This is an optimization exercise on Yosys and OpenROAD, whose aim is small area, a short achievable clock period and few clock cycles per item, not a production implementation. At most, simulation tests tie the RTL to the original design; equivalence was not proved. No activity file was given, so power comes from the tool's default toggle rates.

==> inputs of wip/zinc <==
## csa_multiplier
module csa_multiplier (
    input  logic        clk,
    input  logic        rst_n,
    input  logic        in_valid,
    input  logic [15:0] x,
    input  logic [15:0] y,
    output logic        out_valid,
    output logic [31:0] product
);
clock: 6.5 ns
lec_check: 0
cap_margin: 20
core_margin: 2
core_utilization: 40
cts_cluster_diameter: 100
cts_cluster_size: 30
setup_slack_margin: 4.25
slew_margin: 20
standard.sh (not shown) runs the stock make flow with config.mk's settings and CLKGATE_MAP_FILE= SYNTH_SCRIPT=/design/flow/synth_recipe.tcl, a recipe that flattens the netlist after the stock synthesis.
==> flow/flow/run.sh <==
#!/bin/bash
# Own layout flow: the standard layout with two changes.
# 1. Synthesis: Yosys's synth runs with -noabc, so its early "abc -fast" pass
#    does not re-map the hand-written full/half adders before extract_fa maps
#    them to the library's fa/ha cells (no inverters between adders).
# 2. Port buffers: buffer_ports still gives every input and output port a
#    buffer, but uses the plain buffer named below instead of the delay cell
#    it picks by default.
# Everything else is the standard flow (standard.sh, ORFS make targets).
set -euo pipefail
here=$(pwd)
sed 's/yosys synth -nofsm -noshare /yosys synth -nofsm -noshare -noabc /' synth_recipe.tcl > noabc_synth.tcl
grep -q -- "-noabc" noabc_synth.tcl
export BUFFER_PORTS_ARGS="-buffer_cell sky130_fd_sc_hd__buf_1"
bash standard.sh SYNTH_SCRIPT="$here/noabc_synth.tcl" finish > "$here/flow_make.log" 2>&1
==> wip/pepper (differences from wip/zinc) <==
--- a/flow/config.mk
+++ b/flow/config.mk
@@ -5,10 +5,11 @@
 export SDC_FILE = /design/flow/constraint.sdc
 export NUM_CORES = 4
 export LEC_CHECK = 0
 export CAP_MARGIN = 20
 export CORE_MARGIN = 2
 export CORE_UTILIZATION = 40
 export CTS_CLUSTER_DIAMETER = 100
 export CTS_CLUSTER_SIZE = 30
+export PLACE_DENSITY = 0.7
 export SETUP_SLACK_MARGIN = 4.25
 export SLEW_MARGIN = 20
==> wip/tundra (differences from wip/zinc) <==
--- a/flow/design.v
+++ b/flow/design.v
@@ -1172,41 +1172,41 @@
     assign g482 = c424 & s425;
     assign p483 = c426 ^ s427;
     assign g484 = c426 & s427;
     assign p485 = t1_c31_0 ^ c428;
     assign g486 = t1_c31_0 & c428;
     assign w487 = t1_c1_0 ^ g430;
     assign w488 = (t1_c1_0 & g430);
     assign w489 = p433 ^ g432;
-    assign w490 = g434 | (p433 & t1_c4_2 & s325);
+    assign w490 = g434 | (p433 & g432);
     assign w491 = p437 ^ g436;
-    assign w492 = g438 | (p437 & c328 & s329);
+    assign w492 = g438 | (p437 & g436);
     assign w493 = p441 ^ g440;
-    assign w494 = g442 | (p441 & c332 & s333);
+    assign w494 = g442 | (p441 & g440);
     assign w495 = p445 ^ g444;
-    assign w496 = g446 | (p445 & s339 & s341);
+    assign w496 = g446 | (p445 & g444);
     assign w497 = p449 ^ g448;
-    assign w498 = g450 | (p449 & c346 & s349);
+    assign w498 = g450 | (p449 & g448);
     assign w499 = p453 ^ g452;
-    assign w500 = g454 | (p453 & s359 & s361);
+    assign w500 = g454 | (p453 & g452);
     assign w501 = p457 ^ g456;
-    assign w502 = g458 | (p457 & c368 & s373);
+    assign w502 = g458 | (p457 & g456);
     assign w503 = p461 ^ g460;
-    assign w504 = g462 | (p461 & c380 & s385);
+    assign w504 = g462 | (p461 & g460);
     assign w505 = p465 ^ g464;
-    assign w506 = g466 | (p465 & c392 & s397);
+    assign w506 = g466 | (p465 & g464);
     assign w507 = p469 ^ g468;
-    assign w508 = g470 | (p469 & c402 & s407);
+    assign w508 = g470 | (p469 & g468);
     assign w509 = p473 ^ g472;
-    assign w510 = g474 | (p473 & c412 & s415);
+    assign w510 = g474 | (p473 & g472);
     assign w511 = p477 ^ g476;
-    assign w512 = g478 | (p477 & c418 & s419);
+    assign w512 = g478 | (p477 & g476);
     assign w513 = p481 ^ g480;
-    assign w514 = g482 | (p481 & c422 & s423);
+    assign w514 = g482 | (p481 & g480);
     assign w515 = p485 ^ g484;
     always_ff @(posedge clk) begin
         t1_c0_0 <= bp1;
         t1_c0_1 <= b_neg[0];
         t1_c1_0 <= bp2;
         t1_c2_0 <= s161;
         t1_c3_0 <= s163;
         t1_c4_0 <= bp37;
==> flow/config.mk (replaced) <==
export PLATFORM = sky130hd
export DESIGN_NAME = csa_multiplier
export DESIGN_NICKNAME = csa_multiplier
export VERILOG_FILES = /design/flow/design.v
export SDC_FILE = /design/flow/constraint.sdc
export NUM_CORES = 4
export LEC_CHECK = 0
export CAP_MARGIN = 20
export CORE_MARGIN = 2
export CORE_UTILIZATION = 40
export CTS_CLUSTER_DIAMETER = 80
export CTS_CLUSTER_SIZE = 24
export SETUP_SLACK_MARGIN = 4.25
export SLEW_MARGIN = 20
==> run summary <==
- Combinational power: wip/tundra is lower than wip/zinc (about 19%).
- In critical path depth, wip/zinc and wip/tundra do not differ.
- Clock power, lowest first: wip/pepper, wip/zinc, wip/tundra.
- Hold slack, highest first: wip/pepper, wip/zinc, wip/tundra.
- Of wip/zinc and wip/tundra, wip/zinc has the higher global-route usage (gap 0.077 points).
- Synthesized cell count: wip/pepper is higher than wip/tundra (about 5%).
- Of wip/pepper and wip/tundra, wip/pepper has the higher area after synthesis (gap 2.0%, measured against wip/tundra).
- The lowest clock skew belongs to wip/zinc, the highest to wip/pepper.
- Between wip/pepper and wip/tundra, the lower die area is in wip/tundra (gap 1.9%, measured against wip/tundra).
- Count of clock-buffer cells in the layout, highest first: wip/tundra, wip/zinc, wip/pepper.
==> figures <==
item                                                     wip/pepper    wip/zinc  wip/tundra
Detail Placement HPWL                                       15.9 mm     15.7 mm     15.3 mm
CTS clock-pin slew for the worst setup and hold paths       0.10 ns     0.11 ns     0.09 ns
Mapped Avg Cell Area                                       11.7 µm²    11.7 µm²    12.0 µm²
Tap cell count                                                  341         341         335
Proportion of synthesized chip area in sequential cells       39.5%       39.5%       40.2%
Detailed router's first-iteration violation count               481         449         429
Global-route wire length before repair                      37.1 mm     37.6 mm     36.3 mm
Tightest hold margin                                       0.338 ns    0.336 ns    0.324 ns
Pre-Repair DR Iteration Count                                     6           5          16
Tot Pwr                                                     5.88 mW     5.85 mW     5.45 mW
Max Clock Skew                                            0.0218 ns   0.0149 ns   0.0181 ns
Count of non-CTS buffers in the layout                           73          72          72
Floorplan die area                                        28600 µm²   28600 µm²   28100 µm²
Signal inverters                                                 33          33          35
Placement row count                                              60          60          59
Utilization of the core after routing                         44.3%       44.3%       45.0%
Register share of the cell area                               36.8%       36.8%       37.2%
Result of the run                  no timing/DRC/antenna violations  no timing/DRC/antenna violations  no timing/DRC/antenna violations
Fraction of cell area in non-clock buffers                    3.45%       3.09%       3.05%
Capturing instance or port of the critical path              t2_gb9      t2_gb9      t2_s17
Area used by multi-input combinational logic               6250 µm²    6270 µm²    6030 µm²
Testbench counts of wip/zinc, summed over its fixed seeds: cycles 12,024, items 12,000.
Testbench counts of wip/pepper, summed over its fixed seeds: cycles 12,024, items 12,000.
Only the layout flow was run in wip/tundra; the RTL was not checked for function there.

==> separate check: timing with driven ports <==
In the flow no input, the clock included, has a driving cell. The finished layouts below were timed again as built, in two steps. Step 1, drivers: a clkbuf_16 drives clk and a buf_2 each remaining input, both assumed. Step 2 also shifts input and output timing later by t, the mid clock arrival at the registers, as if the neighbouring blocks saw the same clock. a / b / c = no drivers / after step 1 / after step 2; a / b = the first two.
| run | shift t [ns] | slack for setup (ns) | latest minus earliest clock arrival (ns) | worst register clock-pin slew, ns | worst data-port slew with drivers (ns) |
|---|---|---|---|---|---|
| wip/zinc | 0.514 | 4.246 / 4.232 / 4.246 | 0.017 / 0.017 | 0.11 / 0.11 | 0.03 |
| wip/pepper | 0.504 | 4.204 / 4.204 / 4.204 | 0.021 / 0.022 | 0.11 / 0.11 | 0.04 |
| wip/tundra | 0.526 | 4.108 / 4.108 / 4.108 | 0.019 / 0.019 | 0.09 / 0.09 | 0.04 |
After both steps every run listed still meets setup and hold.
